Context: an optimization exercise on an open-source flow, tuned for small area. The choices shown serve that exercise and are no tape-out recipe.
Only simulation tests tie the RTL to the original design; equivalence was not proved.
Power and IR drop assume default switching activity.

**flow/flow/run.sh**
```bash
#!/bin/bash
# The standard layout with two changes:
# - the port buffers are made from the smallest buffer cell
#   (sky130_fd_sc_hd__buf_1) instead of the cell buffer_ports picks by default;
# - after global routing, gates on paths with positive slack are sized down
#   (ORFS's RECOVER_POWER step, on all such paths).
# Everything else is the standard.sh unchanged.
set -euo pipefail
export BUFFER_PORTS_ARGS="-buffer_cell sky130_fd_sc_hd__buf_1"
export RECOVER_POWER=100
bash standard.sh > standard.log 2>&1
```
**flow/standard.sh**
```bash
#!/bin/bash
# synth_recipe.tcl (not shown) runs the flow's synth.tcl, then flattens the netlist and writes it again
# the make line also repeats each setting of config.mk as NAME=value (left out here)
make -C /OpenROAD-flow-scripts/flow DESIGN_CONFIG=/design/flow/config.mk WORK_HOME=/design/flow/orfs CLKGATE_MAP_FILE= SYNTH_SCRIPT=/design/flow/synth_recipe.tcl "${@:-finish}"
```
**flow/config.mk**
```make
export PLATFORM = sky130hd
export DESIGN_NAME = wb_regfile
export DESIGN_NICKNAME = wb_regfile
export VERILOG_FILES = /design/flow/design.v
export SDC_FILE = /design/flow/constraint.sdc
export NUM_CORES = 4
export LEC_CHECK = 0
export CAP_MARGIN = 10
export CORE_MARGIN = 2
export CORE_UTILIZATION = 50
export CTS_BUF_LIST = sky130_fd_sc_hd__clkbuf_16
export CTS_CLUSTER_DIAMETER = 80
export CTS_CLUSTER_SIZE = 25
export SETUP_SLACK_MARGIN = 0.1
export SLEW_MARGIN = 10
export SYNTH_HIERARCHICAL = 1
```
**flow/constraint.sdc**
```tcl
create_clock -name core_clock -period 7.0 [get_ports {clk}]
set_input_delay 1.4000 -clock core_clock [delete_from_list [all_inputs] [get_ports {clk}]]
set_output_delay 1.4000 -clock core_clock [all_outputs]
set_load 0.01 [all_outputs]
```
**flow/design.v**
```verilog
package wb_pkg;
   localparam int XLEN   = 32;
   localparam int NREGS  = 32;
   localparam int REG_AW = $clog2(NREGS);
   localparam int CNT_W  = 64;
   typedef enum logic [1:0] {
      WB_ALU,
      WB_MEM,
      WB_IMM,
      WB_PC4
   } wb_sel_e;
endpackage
import wb_pkg::*;
module rf_nand2 (input logic a, b, output logic y);
   assign y = ~(a & b);
endmodule
module rf_o21ai (input logic a1, a2, b1, output logic y);
   assign y = ~((a1 | a2) & b1);
endmodule
module rf_aoi222 (input logic a1, a2, b1, b2, c1, c2, output logic y);
   assign y = ~((a1 & a2) | (b1 & b2) | (c1 & c2));
endmodule
module rf_nand4 (input logic a, b, c, d, output logic y);
   assign y = ~(a & b & c & d);
endmodule
module rf_or3 (input logic a, b, c, output logic y);
   assign y = a | b | c;
endmodule
module rf_nor2 (input logic a, b, output logic y);
   assign y = ~(a | b);
endmodule
module rf_o22ai (input logic a1, a2, b1, b2, output logic y);
   assign y = ~((a1 | a2) & (b1 | b2));
endmodule
module rf_and2 (input logic a, b, output logic y);
   assign y = a & b;
endmodule
module rf_xor2 (input logic a, b, output logic y);
   assign y = a ^ b;
endmodule
module rf_ha (input logic a, b, output logic s, co);
   assign {co, s} = a + b;
endmodule
module rf_hold_bit (
   input  logic en,
   input  logic en_n,
   input  logic x,
   input  logic q,
   output logic d
);
   rf_o22ai u_o (.a1(q), .a2(en), .b1(en_n), .b2(x), .y(d));
endmodule
module rf_read_bit (
   input  logic [NREGS-1:0] sel,
   input  logic [NREGS-1:0] data,
   input  logic             pm,
   output logic             y
);
   logic [11:0] t;
   for (genvar k = 0; k < 10; k++) begin : g_aoi
      rf_aoi222 u_a (
         .a1(sel[3*k]),   .a2(data[3*k]),
         .b1(sel[3*k+1]), .b2(data[3*k+1]),
         .c1(sel[3*k+2]), .c2(data[3*k+2]),
         .y (t[k])
      );
   end
   rf_nand2 u_n30 (.a(sel[30]), .b(data[30]), .y(t[10]));
   rf_nand2 u_n31 (.a(sel[31]), .b(data[31]), .y(t[11]));
   logic [2:0] u;
   logic       r;
   rf_nand4 u_g0 (.a(t[0]), .b(t[1]), .c(t[2]),  .d(t[3]),  .y(u[0]));
   rf_nand4 u_g1 (.a(t[4]), .b(t[5]), .c(t[6]),  .d(t[7]),  .y(u[1]));
   rf_nand4 u_g2 (.a(t[8]), .b(t[9]), .c(t[10]), .d(t[11]), .y(u[2]));
   rf_or3   u_o  (.a(u[0]), .b(u[1]), .c(u[2]), .y(r));
   rf_xor2  u_x  (.a(r), .b(pm), .y(y));
endmodule
module regfile_2r1w (
   input  logic              clk,
   input  logic              reset,
   input  logic              we,
   input  logic [REG_AW-1:0] waddr,
   input  logic [XLEN-1:0]   wdata,
   input  logic [REG_AW-1:0] raddr1,
   input  logic [REG_AW-1:0] raddr2,
   output logic [XLEN-1:0]   rdata1,
   output logic [XLEN-1:0]   rdata2
);
   logic [XLEN-1:0]  regs   [1:NREGS-1];    
   logic [XLEN-1:0]  regs_d [1:NREGS-1];
   logic [NREGS-1:1] valid;
   logic             phase;
   logic [NREGS-1:1] wsel;
   logic [NREGS-1:1] wsel_n;
   logic [XLEN-1:0]  wx;                    
   logic [NREGS-1:0] rsel1, rsel2;
   logic             any1, any2;
   logic             pm1, pm2;
   always_comb begin
      for (int i = 1; i < NREGS; i++)
         wsel[i] = we && (waddr == REG_AW'(i));
      wsel_n = ~wsel;
      wx     = wdata ^ {XLEN{phase}};
   end
   for (genvar i = 1; i < NREGS; i++) begin : g_word
      for (genvar b = 0; b < XLEN; b++) begin : g_bit
         rf_hold_bit u_h (
            .en   (wsel[i]),
            .en_n (wsel_n[i]),
            .x    (wx[b]),
            .q    (regs[i][b]),
            .d    (regs_d[i][b])
         );
      end
   end
   always_ff @(posedge clk) begin
      for (int i = 1; i < NREGS; i++)
         regs[i] <= regs_d[i];
   end
   always_ff @(posedge clk or posedge reset) begin
      if (reset) begin
         valid <= '0;
         phase <= 1'b0;
      end else begin
         valid <= valid | wsel;
         phase <= !phase;
      end
   end
   always_comb begin
      rsel1[31] = !reset && we && (waddr != '0) && (waddr == raddr1);
      rsel2[31] = !reset && we && (waddr != '0) && (waddr == raddr2);
      for (int i = 1; i < NREGS; i++) begin
         rsel1[i-1] = (raddr1 == REG_AW'(i)) && valid[i] && !wsel[i];
         rsel2[i-1] = (raddr2 == REG_AW'(i)) && valid[i] && !wsel[i];
      end
      any1 = |rsel1;
      any2 = |rsel2;
      pm1  = phase && any1;
      pm2  = phase && any2;
   end
   for (genvar b = 0; b < XLEN; b++) begin : g_bit
      logic [NREGS-1:0] col;
      always_comb begin
         col[31] = wx[b];
         for (int i = 1; i < NREGS; i++)
            col[i-1] = regs[i][b];
      end
      rf_read_bit u_rd1 (.sel(rsel1), .data(col), .pm(pm1), .y(rdata1[b]));
      rf_read_bit u_rd2 (.sel(rsel2), .data(col), .pm(pm2), .y(rdata2[b]));
   end
endmodule
import wb_pkg::*;
module wb_regfile (
   input  logic              clk,
   input  logic              reset,
   input  logic [XLEN-1:0]   alu_result_in,
   input  logic [XLEN-1:0]   read_data_in,
   input  logic [XLEN-1:0]   imm_in,
   input  logic [XLEN-1:0]   pc_plus_4_in,
   input  logic              reg_write_in,
   input  logic              mem_to_reg_in,
   input  logic              jump_in,
   input  logic              uilu_in,
   input  logic [REG_AW-1:0] write_reg_in,
   input  logic              retire_in,
   input  logic              instret_wr_lo,
   input  logic              instret_wr_hi,
   input  logic [XLEN-1:0]   instret_wdata,
   input  logic [REG_AW-1:0] rs1_addr,
   input  logic [REG_AW-1:0] rs2_addr,
   output logic [XLEN-1:0]   rs1_data,
   output logic [XLEN-1:0]   rs2_data,
   output logic [XLEN-1:0]   wb_data,
   output logic              wb_we,
   output logic [CNT_W-1:0]  instret
);
   logic s_pc4, s_imm, s_mem, s_alu;
   always_comb begin
      s_pc4 = jump_in;
      s_imm = !jump_in && uilu_in;
      s_mem = !jump_in && !uilu_in && mem_to_reg_in;
      s_alu = !jump_in && !uilu_in && !mem_to_reg_in;
   end
   for (genvar b = 0; b < XLEN; b++) begin : g_wb
      logic t3, t1;
      rf_aoi222 u_a (
         .a1(s_pc4), .a2(pc_plus_4_in[b]),
         .b1(s_imm), .b2(imm_in[b]),
         .c1(s_mem), .c2(read_data_in[b]),
         .y (t3)
      );
      rf_nand2 u_n (.a(s_alu), .b(alu_result_in[b]), .y(t1));
      rf_nand2 u_o (.a(t3), .b(t1), .y(wb_data[b]));
   end
   assign wb_we = reg_write_in && (write_reg_in != '0);
   regfile_2r1w u_rf (
      .clk    (clk),
      .reset  (reset),
      .we     (wb_we),
      .waddr  (write_reg_in),
      .wdata  (wb_data),
      .raddr1 (rs1_addr),
      .raddr2 (rs2_addr),
      .rdata1 (rs1_data),
      .rdata2 (rs2_data)
   );
   logic [CNT_W-1:0] instret_q;
   logic [CNT_W-1:0] inc;
   logic [CNT_W-1:0] instret_d;
   logic [CNT_W/8:0] cg;
   logic [XLEN-1:0]  wdata_n;
   logic             wr_lo_n, wr_hi_n;
   assign cg[0] = retire_in;
   for (genvar g = 0; g < CNT_W / 8; g++) begin : g_grp
      logic [8:0] c;
      logic       pa, pb, p;
      assign c[0] = cg[g];
      for (genvar k = 0; k < 7; k++) begin : g_ha
         rf_ha u_ha (.a(instret_q[8*g+k]), .b(c[k]), .s(inc[8*g+k]), .co(c[k+1]));
      end
      rf_xor2 u_x (.a(instret_q[8*g+7]), .b(c[7]), .y(inc[8*g+7]));
      rf_nand4 u_pa (.a(instret_q[8*g]),   .b(instret_q[8*g+1]),
                     .c(instret_q[8*g+2]), .d(instret_q[8*g+3]), .y(pa));
      rf_nand4 u_pb (.a(instret_q[8*g+4]), .b(instret_q[8*g+5]),
                     .c(instret_q[8*g+6]), .d(instret_q[8*g+7]), .y(pb));
      rf_nor2 u_p (.a(pa), .b(pb), .y(p));
      rf_and2 u_c (.a(cg[g]), .b(p), .y(cg[g+1]));
   end
   always_comb begin
      wdata_n = ~instret_wdata;
      wr_lo_n = !instret_wr_lo;
      wr_hi_n = !instret_wr_hi;
   end
   for (genvar i = 0; i < CNT_W; i++) begin : g_cnt
      logic t, wr_n;
      assign wr_n = (i < XLEN) ? wr_lo_n : wr_hi_n;
      rf_nand2 u_n (.a(inc[i]), .b(wr_n), .y(t));
      rf_o21ai u_o (.a1(wr_n), .a2(wdata_n[i % XLEN]), .b1(t), .y(instret_d[i]));
   end
   always_ff @(posedge clk or posedge reset) begin
      if (reset)
         instret_q <= '0;
      else
         instret_q <= instret_d;
   end
   assign instret = instret_q;
endmodule
```
==> results of run 1 <==
## area by class of cell
| class | count | area share |
|---|---|---|
| clock buffers | 53 | 0.02740 |
| clock inverters | 21 | 0.003050 |
| inverters | 111 | 0.008684 |
| multi-input cells | 2668 | 0.4122 |
| well taps | 1080 | 0.02791 |
| flip-flops and latches | 1088 | 0.4598 |
| repair buffers | 573 | 0.06079 |
| diodes | 2 | 0.0001034 |
## through the flow
step                      setup WS, ps  power [W]  hold WS [ps]    util  instance area [sq um]
final                            106.4    0.01522         473.6  0.5803                  48410
after global routing             77.02    0.01573         484.4  0.5803                  48410
after CTS                        248.7    0.01504         473.9  0.5844                  48760
after detailed placement         265.6    0.01167         459.7  0.5668                  47280
after global placement           316.7    0.01157         450.6  0.5668                  47280
after floorplan                  113.6    0.01042         427.5       -                  42260
## critical path, stage by stage
cell and delay [ps]:
buf_1 90, or4_1 110, o21a_1 310, and4bb_1 730
nand2_2 110, nand3_1 170, inv_1 290, clkbuf_1 370
a222oi_1 460, nand4_1 520, or3_1 560, xor2_1 170
buf_1 180
## Yosys stat by module, one instance, submodules excluded, excerpt
module / flops+latches / copies in the design / area [sq um] / cells inside
rf_nand4: 0 / 206 / 6.256 / 1
rf_o22ai: 0 / 992 / 6.256 / 1
rf_nand2: 0 / 256 / 3.754 / 1
rf_xor2: 0 / 72 / 8.758 / 1
rf_nor2: 0 / 7 / 3.754 / 1
rf_aoi222: 0 / 672 / 10.01 / 1
## final timing paths
path | slack, ps | to | depth (start not counted)
max | 110 | rs2_data[24] | 13
min | 470 | u_rf.regs[5][10] | 1
max reg2reg | 2810 | u_rf.regs[7][24] | 4
min reg2reg | 470 | u_rf.regs[5][10] | 1
max in group asynchronous | 2980 | instret_q[21] | 3
min in group asynchronous | 1590 | u_rf.valid[15] | 3
## power breakdown
part / leakage [nW] / internal (W) / switching, W
registers: 9.60 / 0.00775 / 0.00123
clock network: 0.752 / 0.00140 / 0.00211
logic: 7.39 / 0.00116 / 0.00157
total: 17.7 / 0.0103 / 0.00491
## registers in the layout (all words and copies together), names as in the netlist
signal,count
u_rf.phase,1
u_rf.valid,31
u_rf.regs,992
instret_q,64
## cell usage after synthesis (all sizes together) (16+ instances only)
cell,n
o22ai,992
o2111ai,22
nand2b,19
inv,111
nand4,214
dfrtp,96
a2111oi,17
nand2,313
clkbuf,24
nor2,16
o21ai,67
xor2,107
dfxtp,992
or3,66
a222oi,672
ha,56
## layer usage
| layer | vias up | part of all wire |
|---|---|---|
| met5 | - | 0.000056 |
| met4 | 2 | 0.081 |
| met3 | 756 | 0.14 |
| met2 | 3892 | 0.41 |
| met1 | 21804 | 0.36 |
| li1 | 18497 | - |
## kinds of logic (layout without fill, tap and decap cells)
kind of cell / count (synthesis) / in the layout / synth area share
fa+ha+maj: 56 / 56 / 0.01667
buf+inv: 147 / 758 / 0.01423
xor+xnor: 114 / 114 / 0.02376
flops: 1088 / 1088 / 0.5298
simple gates: 711 / 711 / 0.08829
other cells: 0 / 2 / 0
compound gates: 1787 / 1787 / 0.3273
==> flow_metrics.env, run 1 <==
export IMPL_yosysTopAreaCellShare=0.4726
export IMPL_area_delta_synth_final_pct=15.21
export IMPL_numCtsBuffers=52
export IMPL_post_cts_buffers=0
export IMPL_clkSinkCount=1088
export IMPL_vias=44951
export IMPL_critPathCaptureType="output pin"
export IMPL_r2r_start="u_rf.phase"
export IMPL_start_util=0.5037
export IMPL_slew_headroom=-1.302
export IMPL_ys_top_cells_by_area="dfxtp_1 (47%), a222oi_1 (16%), o22ai_1 (15%)"
export IMPL_worst_pin_slew_ps=3453
export IMPL_die_x_um=293.9
export IMPL_layout_cells_non_filler=5596
export IMPL_wl_um=195500
export IMPL_cp_start_kind="input port"
export IMPL_post_drt_via_cell_ratio=8.033
export IMPL_rows=106
export IMPL_h_tree_depth=2
export IMPL_clockBufferDepth=3
export IMPL_yosys_register_bits=1088
export IMPL_async_reset_ff_frac=0.08824
export IMPL_period_needed_ps=6894
export IMPL_fmax_ghz=0.1451
export IMPL_core_area_sq_mm=0.08342
export IMPL_num_nets_final=4734
export IMPL_worstSetupPathType="input port to output pin"
export IMPL_path_max_fanout=11
export IMPL_first_global_vias=41193
export IMPL_final_seq_area_sq_mm=0.02226
export IMPL_worstPathRequired_ps=5600
export IMPL_grt_overflow_total=0
export IMPL_use_met3=0.1085
export IMPL_rsz0062_at_grt="no"
export IMPL_dp_cells=5520
export IMPL_synth_edff_count=0
export IMPL_fillers=7489
export IMPL_grt_total_usage=0.4293
export IMPL_arrival_ps=5490
export IMPL_drtIter0Drc=10984
export IMPL_yosysUniqueCellTypes=55
export IMPL_clockRootBuffer="clkbuf_16"
export IMPL_drv_cap=46
export IMPL_grt_busiest_layer="met2"
export IMPL_power_density_mw_per_mm2=314.3
export IMPL_ctsHoldBuffers=0
export IMPL_multi_input_area_sq_mm=0.01996
export IMPL_grt_use_met2=0.6216
export IMPL_ioPinCount=345
export IMPL_gr_usage_met1=0.5649
export IMPL_antenna_left=0
export IMPL_grt_max_degree=65
export IMPL_clkTransAtPathRegs_ps=100
export IMPL_grt_pass1_wl_um=278700
export IMPL_cts_tree="built"
export IMPL_syn_inst=3903
export IMPL_final_cell_mix="o22ai_1 (992), dfxtp_1 (992), a222oi_1 (672)"
export IMPL_cts_resized=0
export IMPL_gp_congestion=0.9959
export IMPL_yosys_warnings=11
export IMPL_fp_dieH_um=293.9
export IMPL_synth_top_area_cell="dfxtp_1"
export IMPL_clk_latency_ps=680
export IMPL_dpl_hpwl_um=123000
export IMPL_dieArea_sq_mm=0.08637
export IMPL_leakage_nw=17.74
export IMPL_drive_gt1_frac=0.07421
export IMPL_placement_io_buffers=344
export IMPL_drtPass1Iterations=12
export IMPL_syn_nets=4143
export IMPL_ir_worst_vdd_mv=0.2183
export IMPL_finalSetupTns_ps=0
export IMPL_hp_start="u_rf.regs[5][10]"
export IMPL_synth_area_sq_mm=0.04202
export IMPL_drv_slew=1592
export IMPL_synth_seq_area_share=0.5298
export IMPL_setup_viol=0
export IMPL_finClkSkew_ps=32.19
export IMPL_so_faults="capacitance limit, slew limit"
export IMPL_drcViolationCount=0
export IMPL_hold_class="flop to flop"
export IMPL_status="finished with violations"
export IMPL_setup_worst_path_start="write_reg_in[3]"
export IMPL_syn_avg_cell_area_sq_um=10.77
export IMPL_fin_crit_sh=0.9848
export IMPL_wl_per_cell_um=34.93
export IMPL_hold_viol_final=0
export IMPL_antenna_found_initial=5
export IMPL_synth_ff_type="dfxtp_1"
==> inputs of run 2 (changes only) <==
==> flow/flow/run.sh (replaced) <==
#!/bin/bash
# The standard layout, with the port buffers made from the smallest buffer
# cell (sky130_fd_sc_hd__buf_1) instead of the cell buffer_ports picks by
# default. Everything else is the standard.sh unchanged.
set -euo pipefail
export BUFFER_PORTS_ARGS="-buffer_cell sky130_fd_sc_hd__buf_1"
bash standard.sh > standard.log 2>&1
--- a/flow/config.mk
+++ b/flow/config.mk
@@ -11,4 +11,4 @@
 export CTS_BUF_LIST = sky130_fd_sc_hd__clkbuf_16
-export CTS_CLUSTER_DIAMETER = 80
-export CTS_CLUSTER_SIZE = 25
+export CTS_CLUSTER_DIAMETER = 60
+export CTS_CLUSTER_SIZE = 20
 export SETUP_SLACK_MARGIN = 0.1
==> flow_metrics.env, run 2 <==
export IMPL_die_x_um=293.9
export IMPL_path_max_fanout=11
export IMPL_drtPass1Iterations=13
export IMPL_critPathCaptureType="output pin"
export IMPL_antenna_left=0
export IMPL_worstPathRequired_ps=5600
export IMPL_drive_gt1_frac=0.1048
export IMPL_use_met3=0.1125
export IMPL_syn_nets=4143
export IMPL_synth_ff_type="dfxtp_1"
export IMPL_post_cts_buffers=0
export IMPL_place_area_sq_mm=0.04728
export IMPL_finalSetupTns_ps=0
export IMPL_finClkSkew_ps=26.93
export IMPL_numCtsBuffers=81
export IMPL_grt_overflow_total=0
export IMPL_yosys_warnings=11
export IMPL_cp_top_family="simple AND/OR/NAND/NOR gates"
export IMPL_worstSetupPathType="input port to output pin"
export IMPL_clk_latency_ps=670
export IMPL_clockRootBuffer="clkbuf_16"
export IMPL_fmax_ghz=0.1469
export IMPL_synth_seq_area_share=0.5298
export IMPL_setup_viol=0
export IMPL_fin_crit_sh=0.9723
export IMPL_area_delta_synth_final_pct=19.19
export IMPL_drcViolationCount=0
export IMPL_ctsHoldBuffers=0
export IMPL_path_buf_inv=4
export IMPL_slew_headroom=0.1362
export IMPL_gr_usage_met1=0.5636
export IMPL_status="finished clean"
export IMPL_reg_top3="u_rf.regs: 992 flops, instret_q: 64 flops, u_rf.valid: 31 flops"
export IMPL_largest_register="u_rf.regs"
export IMPL_slowest_stage="or3_1"
export IMPL_async_reset_ff_frac=0.08824
export IMPL_vias=45149
export IMPL_slowest_delay_ps=560
export IMPL_clkSinkCount=1088
export IMPL_final_cell_mix="o22ai_1 (992), dfxtp_1 (992), a222oi_1 (672)"
export IMPL_yosys_register_bits=1088
export IMPL_dpl_hpwl_um=123000
export IMPL_synth_area_sq_mm=0.04202
export IMPL_fp_dieH_um=293.9
export IMPL_drtIter0Drc=11131
export IMPL_clockBufferDepth=3
export IMPL_yosys_top_cells_count="dfxtp_1 (992), o22ai_1 (992), a222oi_1 (672)"
export IMPL_cp_cell_sequence="buf_1, or4_1, o21a_1, nor4b_4, nand2_2, nand4_1, inv_1, buf_4, a222oi_1, nand4_1, or3_1, xor2_1, buf_1"
export IMPL_stdcell_area_sq_mm=0.05009
export IMPL_gp_congestion=0.9959
export IMPL_antenna_found_initial=3
export IMPL_grt_total_usage=0.4310
export IMPL_num_nets_final=4763
export IMPL_drv_cap=0
export IMPL_arrival_ps=5410
export IMPL_h_tree_depth=3
export IMPL_leakage_nw=18.60
export IMPL_cts_tree="built"
export IMPL_drv_slew=0
export IMPL_power_density_mw_per_mm2=335.2
export IMPL_period_needed_ps=6806
export IMPL_hold_viol_final=0
export IMPL_clkTransAtPathRegs_ps=80
export IMPL_rsz0062_at_grt="no"
export IMPL_syn_inst=3903
export IMPL_ys_top_cells_by_area="dfxtp_1 (47%), a222oi_1 (16%), o22ai_1 (15%)"
export IMPL_synth_edff_count=0
export IMPL_yosysUniqueCellTypes=55
export IMPL_first_global_vias=41465
export IMPL_largest_register_ffs=992
export IMPL_hold_class="flop to flop"
export IMPL_syn_avg_cell_area_sq_um=10.77
export IMPL_dieArea_sq_mm=0.08637
export IMPL_rows=106
export IMPL_start_util=0.5037
export IMPL_ir_worst_vdd_mv=0.2113
export IMPL_core_area_sq_mm=0.08342
export IMPL_worst_pin_slew_ps=1288
export IMPL_synth_top_area_cell="dfxtp_1"
export IMPL_grt_busiest_layer="met2"
export IMPL_cp_start_kind="input port"
export IMPL_grt_max_degree=65
export IMPL_ioPinCount=345
export IMPL_wl_per_cell_um=34.56
export IMPL_grt_pass1_wl_um=279700
export IMPL_grt_use_met2=0.6196
export IMPL_yosysTopAreaCellShare=0.4726
export IMPL_post_drt_via_cell_ratio=7.978
export IMPL_placement_io_buffers=344
export IMPL_wl_um=195600
export IMPL_final_util=0.6004
[run 2: cell counts after synthesis]
No cell type changed its count.
[run 2: logic make-up (layout without fill, tap and decap cells)]
family	count (synthesis)	count (layout)	share of synthesized area
compound gates	1787	1787	0.3273
flops	1088	1088	0.5298
simple gates	711	711	0.08829
buf+inv	147	822	0.01423
xor+xnor	114	114	0.02376
fa+ha+maj	56	56	0.01667
other cells	0	1	0
[run 2: cell type report]
type	count	area, sq um
well taps	1080	1351
multi-input cells	2668	20070
inverters	111	420.4
fillers	7312	33340
diodes	1	2.502
repair buffers	573	3174
clock buffers	86	2152
flip-flops and latches	1088	22270
clock inverters	52	649.4
[run 2: worst paths after layout]
path / slack (ps) / to / depth (start not counted) / start
min: 470 / u_rf.regs[5][6] / 1 / u_rf.regs[5][6]
max: 190 / rs1_data[9] / 13 / write_reg_in[3]
min reg2reg: 470 / u_rf.regs[5][6] / 1 / u_rf.regs[5][6]
min in group asynchronous: 940 / u_rf.valid[19] / 3 / reset
max in group asynchronous: 5440 / instret_q[29] / 3 / reset
max reg2reg: 3390 / instret_q[63] / 19 / instret_q[7]
[run 2: Yosys stat by module, one instance, submodules excluded, excerpt]
module | cells | cell area [sq um] | copies in the design
rf_nor2 | 1 | 3.754 | 7
rf_or3 | 1 | 6.256 | 64
wb_regfile | 104 | 1767 | 1
rf_nand4 | 1 | 6.256 | 206
rf_o22ai | 1 | 6.256 | 992
rf_aoi222 | 1 | 10.01 | 672
rf_and2 | 1 | 6.256 | 7
rf_xor2 | 1 | 8.758 | 72
rf_nand2 | 1 | 3.754 | 256
[run 2: report_power, final]
| part | total, W | leakage, nW | switching [W] | internal [W] |
|---|---|---|---|---|
| Sequential | 0.00897 | 9.60 | 0.00123 | 0.00774 |
| Clock | 0.00507 | 1.38 | 0.00252 | 0.00255 |
| Combinational | 0.00275 | 7.62 | 0.00157 | 0.00117 |
[run 2: timing repair]
action | 4_1_cts | 5_1_grt
endpoints found under the hold margin | 0 | 0
gates resized for setup | 0 | 2
endpoints found under the setup margin | 0 | 1
[run 2: per-stage QoR]
step           worst slack [ps]  hold slack (ps)  total power (W)  cells
2_1_floorplan             113.6            427.5          0.01042   3903
3_3_place_gp              316.7            450.6          0.01157   5520
3_5_place_dp              265.6            459.7          0.01167   5520
4_1_cts                   248.7            471.4          0.01663   5658
5_1_grt                   127.2            480.7          0.01734   5658
6_report                  194.1            471.0          0.01679   5659
[run 2: metal layers]
metal | vias up | share of wire
met3 | 780 | 0.14
met5 | - | 0
met4 | 0 | 0.085
li1 | 18609 | -
met2 | 3939 | 0.41
met1 | 21821 | 0.37
==> inputs of run 3 (changes only) <==
--- a/flow/config.mk
+++ b/flow/config.mk
@@ -11,4 +11,4 @@
 export CTS_BUF_LIST = sky130_fd_sc_hd__clkbuf_16
-export CTS_CLUSTER_DIAMETER = 60
-export CTS_CLUSTER_SIZE = 20
+export CTS_CLUSTER_DIAMETER = 80
+export CTS_CLUSTER_SIZE = 25
 export SETUP_SLACK_MARGIN = 0.1
==> flow_metrics.env, run 3 <==
export IMPL_muxShareOfSynthArea=0
export IMPL_drcViolationCount=0
export IMPL_clockRootBuffer="clkbuf_16"
export IMPL_core_area_sq_mm=0.08342
export IMPL_finClkSkew_ps=26.24
export IMPL_path_buf_inv=3
export IMPL_worstReg2RegEnd="instret_q[63]"
export IMPL_min_to="u_rf.regs[31][3]"
export IMPL_drtIter0Drc=11158
export IMPL_slowest_stage="o21ai_0"
export IMPL_yosys_register_bits=1088
export IMPL_cts_tree="built"
export IMPL_synth_top_family_by_area="compound AO/OA/AOI/OAI gates"
export IMPL_clkSinkCount=1088
export IMPL_reg2reg_slack_ps=3390
export IMPL_clk_latency_ps=680
export IMPL_place_ws_ps=265.6
export IMPL_num_nets_final=4734
export IMPL_ir_worst_vdd_mv=0.2168
export IMPL_reg2reg_depth=19
export IMPL_syn_nets=4143
export IMPL_synthSimpleGateAreaFrac=0.08829
export IMPL_slowest_delay_ps=720
export IMPL_synth_edff_count=0
export IMPL_final_util=0.5845
export IMPL_worst_pin_slew_ps=1275
export IMPL_first_global_vias=41193
export IMPL_path_max_fanout=32
export IMPL_finalSetupTns_ps=0
export IMPL_grt_total_usage=0.4293
export IMPL_rows=106
export IMPL_dieArea_sq_mm=0.08637
export IMPL_drv_cap=0
export IMPL_cp_depth=12
export IMPL_dpl_hpwl_um=123000
export IMPL_r2r_start="instret_q[7]"
export IMPL_ys_top_cells_by_area="dfxtp_1 (47%), a222oi_1 (16%), o22ai_1 (15%)"
export IMPL_period_needed_ps=6849
export IMPL_drive_gt1_frac=0.09127
export IMPL_hp_start="u_rf.regs[31][3]"
export IMPL_slew_headroom=0.1447
export IMPL_gp_congestion=0.9959
export IMPL_hold_path_cell_count=1
export IMPL_fp_dieH_um=293.9
export IMPL_cp_top_family="simple AND/OR/NAND/NOR gates"
export IMPL_syn_avg_cell_area_sq_um=10.77
export IMPL_clockBufferDepth=3
export IMPL_synth_top_area_cell="dfxtp_1"
export IMPL_power_density_mw_per_mm2=312.3
export IMPL_clkTransAtPathRegs_ps=100
export IMPL_finalPower_w=0.01523
export IMPL_rsz0062_at_grt="no"
export IMPL_hold_viol_final=0
export IMPL_fin_crit_sh=0.9784
export IMPL_vias=44948
export IMPL_h_tree_depth=2
export IMPL_drtPass1Iterations=14
export IMPL_drv_slew=0
export IMPL_status="finished clean"
export IMPL_worstPathRequired_ps=5600
export IMPL_cellInternalPower_w=0.01031
export IMPL_p_comb_frac=0.181
export IMPL_critPathCaptureType="output pin"
export IMPL_synth_ff_type="dfxtp_1"
export IMPL_grt_overflow_total=0
export IMPL_grt_max_degree=65
export IMPL_synth_compound_area_frac=0.3273
export IMPL_synth_seq_area_share=0.5298
export IMPL_p_sw_frac=0.3229
export IMPL_cp_cell_sequence="buf_1, or4_1, o21a_1, buf_4, nand4_1, o21ai_0, nor2_4, a222oi_1, nand4_1, or3_1, xor2_1, buf_1"
export IMPL_reg_top3="u_rf.regs: 992 flops, instret_q: 64 flops, u_rf.valid: 31 flops"
export IMPL_cp_start_kind="input port"
export IMPL_seqPwrFrac=0.589
export IMPL_final_cell_mix="o22ai_1 (992), dfxtp_1 (992), a222oi_1 (672)"
export IMPL_largest_register_ffs=992
export IMPL_grt_pass1_wl_um=278700
export IMPL_fmax_ghz=0.1460
export IMPL_setup_viol=0
export IMPL_switchingPower_w=0.004916
export IMPL_syn_inst=3903
export IMPL_ctsHoldBuffers=0
export IMPL_largest_register="u_rf.regs"
export IMPL_ioPinCount=345
export IMPL_leakage_nw=17.98
export IMPL_dp_cells=5520
export IMPL_synth_area_sq_mm=0.04202
export IMPL_arrival_ps=5450
export IMPL_yosys_top_cells_count="dfxtp_1 (992), o22ai_1 (992), a222oi_1 (672)"
export IMPL_yosysUniqueCellTypes=55
export IMPL_synth_xor_area_frac=0.02376
export IMPL_numCtsBuffers=52
export IMPL_yosysTopAreaCellShare=0.4726
export IMPL_hold_class="flop to flop"
export IMPL_pwr_share_clk=0.231
export IMPL_post_drt_via_cell_ratio=8.032
export IMPL_antenna_found_initial=4
export IMPL_placement_io_buffers=344
export IMPL_wl_um=195300
export IMPL_synth_fa_ha_area_frac=0.01667
export IMPL_yosys_warnings=11
export IMPL_area_delta_synth_final_pct=16.04
export IMPL_setup_ws_ps=151.0
export IMPL_start_util=0.5037
export IMPL_antenna_left=0
export IMPL_layout_cells_non_filler=5596
export IMPL_wl_per_cell_um=34.89
export IMPL_worstSetupPathType="input port to output pin"
export IMPL_die_x_um=293.9
export IMPL_async_reset_ff_frac=0.08824
[run 3: modules after synthesis, one instance, submodules excluded, a selection]
module        flops+latches  cell area [sq um]
rf_aoi222                 0              10.01
rf_or3                    0              6.256
regfile_2r1w           1024              22950
wb_regfile               64               1767
rf_o21ai                  0              5.005
rf_nor2                   0              3.754
rf_xor2                   0              8.758
[run 3: metal layers]
metal / up-vias / track usage / wire length [um]
met1: 21815 / 0.5649 / 71750
met5: - / 0.0005672 / 0
li1: 18465 / - / -
met3: 739 / 0.1085 / 27060
met2: 3929 / 0.6216 / 80880
met4: 0 / 0.2882 / 15580
[run 3: cells by family after synthesis]
logic type | Yosys count
AOI/OAI and AO/OA | 1787
DFF | 1088
and+or+nand+nor | 711
buffers and inverters | 147
xor gates and xnor gates | 114
adders and majority gates | 56
[run 3: metrics by stage]
| step | cell area [sq um] | hold WS (ps) |
|---|---|---|
| 2_1_floorplan | 42260 | 427.5 |
| 3_3_place_gp | 47280 | 450.6 |
| 3_5_place_dp | 47280 | 459.7 |
| 4_1_cts | 48760 | 473.9 |
| 5_1_grt | 48760 | 484.4 |
| 6_report | 48760 | 474.6 |
[run 3: repair_timing]
| action | 4_1_cts | 5_1_grt |
|---|---|---|
| gates resized for setup | 0 | 1 |
| hold endpoints to repair | 0 | 0 |
| setup endpoints to repair | 0 | 1 |
| buffers inserted | 0 | 0 |
[run 3: layout make-up]
cell class	instances	area (sq um)
multi-input cells	2668	20070
diodes	2	5.005
fillers	7417	34660
clock inverters	21	147.6
clock buffers	53	1326
repair buffers	573	3174
well taps	1080	1351
inverters	111	420.4
flip-flops and latches	1088	22270
[run 3: power groups by stage]
stage	logic (W)	clock network, W	registers [W]
after floorplan	0.00170	0	0.00872
after global placement	0.00259	0	0.00899
after detailed placement	0.00266	0	0.00902
after CTS	0.00266	0.00350	0.00889
after global routing	0.00290	0.00371	0.00912
final	0.00275	0.00351	0.00896
[run 3: how the worst max path moves through the flow]
stage / startpoint / endpoint / slack, ps
finish: write_reg_in[3] / rs1_data[9] / 150
global route: write_reg_in[0] / rs1_data[9] / 130
CTS: write_reg_in[3] / rs2_data[9] / 250
detailed placement: write_reg_in[3] / rs2_data[9] / 270
global placement: write_reg_in[3] / rs2_data[9] / 320
floorplan: write_reg_in[0] / rs2_data[0] / 110
==> inputs of run 4 (changes only) <==
--- a/flow/config.mk
+++ b/flow/config.mk
@@ -9,3 +9,3 @@
 export CORE_MARGIN = 2
-export CORE_UTILIZATION = 50
+export CORE_UTILIZATION = 55
 export CTS_BUF_LIST = sky130_fd_sc_hd__clkbuf_16
==> flow_metrics.env, run 4 <==
export IMPL_status="finished clean"
export IMPL_reg_top3="u_rf.regs: 992 flops, instret_q: 64 flops, u_rf.valid: 31 flops"
export IMPL_ctsHoldBuffers=0
export IMPL_drv_cap=0
export IMPL_grt_overflow_total=0
export IMPL_rows=101
export IMPL_wl_per_cell_um=36.81
export IMPL_drtPass1Iterations=15
export IMPL_pwr_share_clk=0.226
export IMPL_cts_tree="built"
export IMPL_fin_crit_sh=0.9798
export IMPL_synth_seq_area_share=0.5298
export IMPL_reg2reg_depth=19
export IMPL_core_area_sq_mm=0.07582
export IMPL_final_seq_area_sq_mm=0.02227
export IMPL_dieArea_sq_mm=0.07863
export IMPL_clk_latency_ps=680
export IMPL_p_comb_frac=0.185
export IMPL_vias=45624
export IMPL_placement_io_buffers=344
export IMPL_met2_length_um=80520
export IMPL_fillers=6336
export IMPL_cp_start_kind="input port"
export IMPL_path_max_fanout=21
export IMPL_leakage_nw=17.92
export IMPL_cp_depth=13
export IMPL_hold_viol_final=0
export IMPL_ioPinCount=345
export IMPL_clockBufferDepth=3
export IMPL_cp_cell_sequence="buf_1, or4_1, o21a_1, buf_4, nor4b_4, nand2_1, nand4_1, inv_1, a222oi_1, nand4_1, or3_1, xor2_1, buf_1"
export IMPL_slowest_delay_ps=610
export IMPL_drv_slew=0
export IMPL_rsz0062_at_grt="no"
export IMPL_finClkSkew_ps=20.09
export IMPL_area_delta_synth_final_pct=15.97
export IMPL_antenna_found_initial=16
export IMPL_yosys_warnings=11
export IMPL_async_reset_ff_frac=0.08824
export IMPL_yosys_register_bits=1088
export IMPL_synth_edff_count=0
export IMPL_multi_input_area_sq_mm=0.02035
export IMPL_syn_nets=4143
export IMPL_first_global_vias=41696
export IMPL_wl_um=201800
export IMPL_syn_avg_cell_area_sq_um=10.77
export IMPL_syn_inst=3903
export IMPL_synth_ff_type="dfxtp_1"
export IMPL_power_density_mw_per_mm2=311.0
export IMPL_synth_top_area_cell="dfxtp_1"
export IMPL_path_buf_inv=4
export IMPL_synth_area_sq_mm=0.04202
export IMPL_grt_pass1_wl_um=284600
export IMPL_setup_ws_ps=141.2
export IMPL_drcViolationCount=0
export IMPL_drive_gt1_frac=0.08166
export IMPL_switchingPower_w=0.004877
export IMPL_finalSetupTns_ps=0
export IMPL_seqPwrFrac=0.589
export IMPL_slowest_stage="or3_1"
export IMPL_worstSetupPathType="input port to output pin"
export IMPL_largest_register_ffs=992
export IMPL_setup_viol=0
export IMPL_fmax_ghz=0.1458
export IMPL_largest_register="u_rf.regs"
export IMPL_cp_top_family="simple AND/OR/NAND/NOR gates"
export IMPL_dpl_hpwl_um=125100
export IMPL_arrival_ps=5460
export IMPL_final_cell_mix="o22ai_1 (992), dfxtp_1 (992), a222oi_1 (672)"
export IMPL_cellInternalPower_w=0.01028
export IMPL_clkTransAtPathRegs_ps=90
export IMPL_num_nets_final=4717
export IMPL_clkSinkCount=1088
export IMPL_clockRootBuffer="clkbuf_16"
export IMPL_hold_path_cell_count=1
export IMPL_critPathCaptureType="output pin"
export IMPL_numCtsBuffers=50
export IMPL_ys_top_cells_by_area="dfxtp_1 (47%), a222oi_1 (16%), o22ai_1 (15%)"
export IMPL_highest_layer="met5"
export IMPL_place_ws_ps=484.0
export IMPL_period_needed_ps=6859
export IMPL_p_sw_frac=0.3217
export IMPL_worstPathRequired_ps=5600
export IMPL_worst_pin_slew_ps=1351
export IMPL_antenna_left=0
export IMPL_fp_dieH_um=280.4
export IMPL_drtIter0Drc=12647
export IMPL_grt_max_degree=65
export IMPL_yosysUniqueCellTypes=55
export IMPL_h_tree_depth=2
export IMPL_yosysTopAreaCellShare=0.4726
export IMPL_start_util=0.5542
export IMPL_hold_class="flop to flop"
export IMPL_die_x_um=280.4
export IMPL_wl_met1_um=69950
export IMPL_ir_worst_vdd_mv=0.1975
export IMPL_yosys_top_cells_count="dfxtp_1 (992), o22ai_1 (992), a222oi_1 (672)"
export IMPL_gp_congestion=0.9933
export IMPL_post_drt_via_cell_ratio=8.323
export IMPL_grt_total_usage=0.4902
export IMPL_wl_met3_um=33160
export IMPL_slew_headroom=0.09848
==> run 4: cell count changes in the layout (fill, tap and decap cells not counted), sizes merged <==
cell      delta
buf         -14
diode        +8
clkinv       -6
clkinvlp     +2
clkbuf       -1
inv          -1
==> run 4: final timing paths <==
kind	from	end	slack, ps
min in group asynchronous	reset	instret_q[37]	1150
max in group asynchronous	reset	instret_q[19]	5290
worst max register to register	instret_q[7]	instret_q[63]	3290
worst min-delay path	u_rf.regs[16][26]	u_rf.regs[16][26]	470
worst min register to register	u_rf.regs[16][26]	u_rf.regs[16][26]	470
worst max-delay path	write_reg_in[0]	rs1_data[20]	140
==> run 4: what timing repair did <==
item | 4_1_cts | 5_1_grt
gates resized for setup | 0 | 1
setup endpoints to repair | 0 | 1
setup buffers | 0 | 2
==> run 4: area by class of cell <==
class	count	area share
antenna	10	0.0005135
clock buffer	53	0.02722
clock inverter	16	0.001720
inverter	111	0.008704
multi-input combinational	2668	0.4176
sequential	1088	0.4569
tap	978	0.02511
timing repair buffer	558	0.06229
==> run 4: per-stage QoR <==
stage / std cells / utilization / instance area [sq um] / hold WS [ps] / power, W
5_1_grt: 5476 / 0.6425 / 48720 / 483.5 / 0.01564
4_1_cts: 5470 / 0.6421 / 48690 / 472.3 / 0.01492
2_1_floorplan: 3903 / - / 42260 / 427.5 / 0.01042
3_5_place_dp: 5401 / 0.6235 / 47280 / 458.8 / 0.01167
3_3_place_gp: 5401 / 0.6235 / 47280 / 450.2 / 0.01155
6_report: 5482 / 0.6427 / 48730 / 474.0 / 0.01516
==> run 4: power by group through the flow <==
stage               Sequential [W]  Clock [W]  Combinational [W]
floorplan                  0.00872          0            0.00170
global placement           0.00894          0            0.00261
detailed placement         0.00898          0            0.00269
CTS                        0.00885    0.00339            0.00268
global route               0.00908    0.00362            0.00294
finish                     0.00893    0.00342            0.00281
==> run 4: layer usage <==
metal  global-route usage  vias up
li1                     -    18470
met1               0.6138    21777
met2               0.6696     4443
met3               0.1954      924
met4               0.3761       10
met5              0.01376        -
==> run 4: cell families (layout without fill, tap and decap cells) <==
group / Yosys count / in the layout / synth area share
other: 0 / 10 / 0
AND/OR/NAND/NOR: 711 / 711 / 0.08829
buffers and inverters: 147 / 738 / 0.01423
flip-flops: 1088 / 1088 / 0.5298
XOR/XNOR: 114 / 114 / 0.02376
adder cells (fa/ha/maj): 56 / 56 / 0.01667
AO/OA/AOI/OAI: 1787 / 1787 / 0.3273
==> run 4: per-module statistics from Yosys (local to each module, per instance), excerpt <==
module | copies in the design | cells inside
rf_ha | 56 | 1
rf_and2 | 7 | 1
rf_nor2 | 7 | 1
rf_o21ai | 64 | 1
rf_xor2 | 72 | 1
rf_aoi222 | 672 | 1
==> run 4: worst register-to-register path, cell delays in order (launching register included) <==
cell and delay (ps):
dfrtp_1 420, nand4_1 120, nor2_1 60, and2_1 160, and2_1 200, and2_1 190
and2_1 210, and2_1 190, and2_1 210, and2_1 180, ha_1 190, ha_1 190
ha_1 180, ha_1 190, ha_1 200, ha_1 190, ha_1 180, xor2_1 160
nand2_1 60, o21ai_1 90

afterwards: timing with drivers on the ports:
In the flow no input, the clock included, has a driving cell. The finished layouts below were timed again as built, in two steps.
Step 1 sets driving cells, clkbuf_16 on the clock port and buf_2 on the other inputs (assumed; they add their load-dependent delay and slew).
Step 2, shift: input delay + t, output delay - t, t = (earliest + latest rising clock arrival at the registers) / 2. This alone moves slack from input paths to output paths.
Slacks: no drivers / after step 1 / after step 2; pairs: no drivers / after step 1.
| run | shift t [ns] | slack for setup (ns) | worst hold slack (ns) | clock arrival spread, ns | worst data-port slew with drivers (ns) |
|---|---|---|---|---|---|
| run 1 | 0.738 | 0.106 / 0.084 / 0.084 | 0.474 / 0.474 / 0.474 | 0.041 / 0.041 | 0.07 |
| run 2 | 0.722 | 0.194 / 0.172 / 0.172 | 0.471 / 0.471 / 0.471 | 0.037 / 0.037 | 0.07 |
| run 3 | 0.738 | 0.151 / 0.129 / 0.129 | 0.475 / 0.475 / 0.475 | 0.038 / 0.039 | 0.07 |
| run 4 | 0.742 | 0.141 / 0.119 / 0.119 | 0.474 / 0.474 / 0.474 | 0.033 / 0.034 | 0.12 |
